From an optimization exercise on the open Yosys and OpenROAD flow, aimed at small area; shortcuts taken in it are not production practice. RTL that was checked went through simulation tests only; none was proved equivalent to the original.

// latlon_six_byte_encoder
module latlon_six_byte_encoder (
  input  logic               clk,
  input  logic               rst,
  input  logic               coord_valid,
  output logic               coord_ready,
  input  logic signed [23:0] coord_lat_sixteenths,
  input  logic signed [25:0] coord_lon_sixteenths,
  output logic               result_valid,
  input  logic               result_ready,
  output logic               result_valid_res,
  output logic [47:0]        result_code
);
  logic        v;
  logic        ok_in;
  logic        pole_in;
  logic [3:0]  mq_a, p_a, sr_a;
  logic [3:0]  mq_b, p_b, sr_b;
  logic [4:0]  zt_a, zt_b;
  logic        lon_zero;
  logic [8:0]  lon_z;
  logic [8:0]  wrap;
  logic [31:0] q1, q2, q3;
  logic [7:0]  zp_a;
  logic [8:0]  zp_b;
  logic [7:0]  pz_a_in;
  logic [8:0]  pz_b_in;
  logic        ok;
  logic [7:0]  pz_a;
  logic [11:0] low_a;
  logic [3:0]  x_a;
  logic [8:0]  pz_b;
  logic [11:0] low_b;
  logic [3:0]  x_b;
  assign coord_ready  = !v || result_ready;
  assign result_valid = v;
  always_ff @(posedge clk) begin
    if (rst) begin
      v <= 1'b0;
    end else if (coord_ready) begin
      v <= coord_valid;
    end
  end
  llse_split u_split (
    .lat  (coord_lat_sixteenths),
    .ok   (ok_in),
    .pole (pole_in)
  );
  llse_prep #(.LON(0)) u_prep_a (
    .y  ({{2{coord_lat_sixteenths[23]}}, coord_lat_sixteenths[23:4]}),
    .mq (mq_a),
    .p  (p_a),
    .sr (sr_a),
    .zt (zt_a)
  );
  llse_prep #(.LON(1)) u_prep_b (
  ...
For scale: ~900 cells after synthesis, about 51 flip-flops, about 0.0088 mm2 of cells after synthesis.
==> flow/config.mk <==
export PLATFORM = sky130hd
export DESIGN_NAME = latlon_six_byte_encoder
export DESIGN_NICKNAME = latlon_six_byte_encoder
export VERILOG_FILES = /design/flow/design.v
export SDC_FILE = /design/flow/constraint.sdc
export NUM_CORES = 4
export LEC_CHECK = 0
export CAP_MARGIN = 20
export CORE_MARGIN = 2
export CORE_UTILIZATION = 55
export GPL_TIMING_DRIVEN = 0
export PLACE_DENSITY = 0.75
export SLEW_MARGIN = 20
==> flow/constraint.sdc <==
create_clock -name core_clock -period 7.0 [get_ports {clk}]
set_input_delay 1.4000 -clock core_clock [delete_from_list [all_inputs] [get_ports {clk}]]
set_output_delay 1.4000 -clock core_clock [all_outputs]
set_load 0.01 [all_outputs]
standard.sh (not shown) runs the stock make flow with config.mk's settings and CLKGATE_MAP_FILE= SYNTH_SCRIPT=/design/flow/synth_recipe.tcl, a recipe that flattens the netlist after the stock synthesis.
==> flow/flow/run.sh <==
#!/bin/bash
# Standard layout, but with the smallest buffer on the ports instead of the
# default delay-cell buffer. Each tool's output goes to a log file here.
set -euo pipefail
bash standard.sh "BUFFER_PORTS_ARGS=-buffer_cell sky130_fd_sc_hd__buf_1" finish > standard.log 2>&1
The starting point went through all stages and came out clean.
Next try:
--- a/flow/config.mk
+++ b/flow/config.mk
@@ -8,6 +8,5 @@
 export CAP_MARGIN = 20
 export CORE_MARGIN = 2
-export CORE_UTILIZATION = 55
+export CORE_UTILIZATION = 40
 export GPL_TIMING_DRIVEN = 0
-export PLACE_DENSITY = 0.75
 export SLEW_MARGIN = 20
Sequential share of layout area decreases by 0.21 points.
Fmax barely changes.
Final area increases by about 1.4%.
Setup slack got worse by 0.0044 ns.
Via count decreases by about 2.4%.
Next try:
--- a/flow/config.mk
+++ b/flow/config.mk
@@ -8,5 +8,5 @@
 export CAP_MARGIN = 20
 export CORE_MARGIN = 2
-export CORE_UTILIZATION = 40
+export CORE_UTILIZATION = 55
 export GPL_TIMING_DRIVEN = 0
 export SLEW_MARGIN = 20
After rerunning:
- final area came out lower by 1.3%
- global-route usage came out higher by 6.2 points
- area after synthesis does not change
- count of clock-buffer cells in the layout does not change
- non-clock buffer count came out lower by 3
- sequential share of layout area came out higher by 0.20 points
- setup slack got worse by 0.012 ns
- via count came out lower by 1.1%


== JK ==
Another version of the RTL of latlon_six_byte_encoder (not shown whole).
Size in the first run: ~830 cells after synthesis, roughly 53 flip-flops.
Settings: LEC_CHECK=0, CAP_MARGIN=20, CORE_MARGIN=2, CORE_UTILIZATION=40, GPL_TIMING_DRIVEN=0, SLEW_MARGIN=20; clock period 7.0 ns.
Scripts as last shown in full above: flow/flow/run.sh
In JK the implementation completed, yet the final layout does not meet the checks, the culprit being setup timing.
The following lists how MS was set up differently from JK:
Settings: a change of CORE_UTILIZATION from 40 to 65; an added PLACE_DENSITY of 0.75.
==> flow/run.sh (new file) <==
#!/bin/bash
# synth_recipe.tcl (not shown) runs the flow's synth.tcl, then flattens the netlist and writes it again
# the make line also repeats each setting of config.mk as NAME=value (left out here)
make -C /OpenROAD-flow-scripts/flow DESIGN_CONFIG=/design/flow/config.mk WORK_HOME=/design/flow/orfs CLKGATE_MAP_FILE= SYNTH_SCRIPT=/design/flow/synth_recipe.tcl finish
removed: flow/flow/run.sh
removed: flow/standard.sh
==> comparison <==
- [MS] flow finished | final checks: failed | reasons: setup timing
- On relative slew slack, JK beats MS.
- [compare] base=JK new=MS: number of vias after detailed routing grew by 18%; worst path setup slack after routing down 510 ps; global routing usage summed across all routing layers increased 15 points; count of inserted tapcells shows a reduction of 103.
- MS vs. JK: final design area excluding fillers shows an increase of 6.3%, antenna diode instance count shows no meaningful change.
- Summary: routed wire length, MS worse than JK
- Measured against JK, the first-pass GRT wire length of MS comes out at 1.19 times the reference value.
No run of this note included a check of the RTL's function; only the layout flow was run.


run 5:
latlon_six_byte_encoder, a different RTL version from the one above (not shown whole).
For scale: roughly 51 flip-flops, ~110 I/O pins.
clock: 7.0 ns
lec_check: 0
cap_margin: 20
core_margin: 2
core_utilization: 70
gpl_timing_driven: 0
slew_margin: 20
==> flow/flow/run.sh <==
#!/bin/bash
# Standard layout, but with the smallest buffer on the ports instead of the
# default delay-cell buffer. Each tool's output goes to a log file here.
set -euo pipefail
bash standard.sh "BUFFER_PORTS_ARGS=-buffer_cell sky130_fd_sc_hd__buf_1" finish > standard.log 2>&1
No stage failed in run 5, and the final checks on the layout all came back clean.
Setup changes, run 5 to run 4
# run 5
export LEC_CHECK = 0
export CAP_MARGIN = 20
export CORE_MARGIN = 2
export CORE_UTILIZATION = 70
export GPL_TIMING_DRIVEN = 0
export SLEW_MARGIN = 20
create_clock -name core_clock -period 7.0 [get_ports {clk}]
# run 4
export LEC_CHECK = 0
export CAP_MARGIN = 20
export CORE_MARGIN = 2
export CORE_UTILIZATION = 55
export GPL_TIMING_DRIVEN = 0
export SLEW_MARGIN = 20
create_clock -name core_clock -period 7.0 [get_ports {clk}]
[summary]
Looking at the reports, run 4 completed the entire flow and the layout it produced met the timing, design-rule and antenna checks.
The worst hold slack number comes out higher for run 5 vs run 4.
The starting density of the core of run 4 falls short of that of run 5 by 15 points.
Setup WNS run 5 -> run 4: better
| number of tap cells inserted | run 4 vs run 5 | 41 higher |


RTL: one of the versions met above, not the one the previous note started from.
For scale: roughly 830 cells after synthesis, about 53 flip-flops, about 110 I/O pins, about 8400 um2 of cells after synthesis.
Settings: LEC_CHECK=0, CAP_MARGIN=20, CORE_MARGIN=2, CORE_UTILIZATION=40, SLEW_MARGIN=20; clock period 7.0 ns.
run.sh (not shown) runs the stock make flow with config.mk's settings and CLKGATE_MAP_FILE= SYNTH_SCRIPT=/design/flow/synth_recipe.tcl, a recipe that flattens the netlist after the stock synthesis.
Stock flow here: none of the scripts above is used.
The baseline ran to the end with violations: setup timing.
==> next run, changes <==
GPL_TIMING_DRIVEN = 0   (was not set)
=>
- The changed run produced a layout that fails on setup timing
- hold slack got worse by 310 ps
- worst setup slack is about the same
- area after synthesis stays the same
- global-route usage decreases by 1.1 points
- sequential cell count stays the same
- die area is unchanged
- wire length decreases by about 6.5%
Function was not checked in any run of this note: the RTL went through the layout flow alone.

[afterwards: timing with drivers on the ports]
Ports are ideal in the flow. The routed layouts listed here were re-timed in OpenROAD. Step 1, drivers: a clkbuf_16 drives clk and a buf_2 each remaining input, both assumed. Step 2 also shifts input and output timing later by t, the mid clock arrival at the registers, as if the neighbouring blocks saw the same clock. Three values: no drivers, after step 1, after step 2; two values: the first two.
run | t, ns | slack for setup (ns) | latest minus earliest clock arrival (ns) | worst slew at a driven data input, ns | pins driven straight from the clock port
the first run of note 1 | 0.337 | 0.210 / 0.173 / -0.111 | 0.011 / 0.010 | 0.04 | 1
the second run of note 1 | 0.330 | 0.206 / 0.198 / -0.114 | 0.007 / 0.008 | 0.04 | 1
the third run of note 1 | 0.343 | 0.194 / 0.213 / -0.127 | 0.017 / 0.016 | 0.04 | 1
JK | 0.335 | -0.484 / -0.524 / -0.190 | 0.009 / 0.009 | 0.04 | 1
MS | 0.349 | -0.997 / -1.035 / -0.685 | 0.007 / 0.007 | 0.06 | 1
run 5 | 0.340 | 0.192 / 0.208 / -0.132 | 0.010 / 0.010 | 0.04 | 1
run 4 | 0.331 | 0.229 / 0.190 / -0.084 | 0.015 / 0.015 | 0.03 | 1
the first run of note 4 | 0.347 | -0.462 / -0.505 / -0.158 | 0.006 / 0.006 | 0.04 | 1
the second run of note 4 | 0.327 | -0.464 / -0.502 / -0.176 | 0.005 / 0.005 | 0.04 | 1
Met with ideal ports but missed after step 2: setup timing in 5 of these runs. For run 5, which loses most, drivers alone change the setup slack by +0.016 ns; drivers and shift together by -0.324 ns.
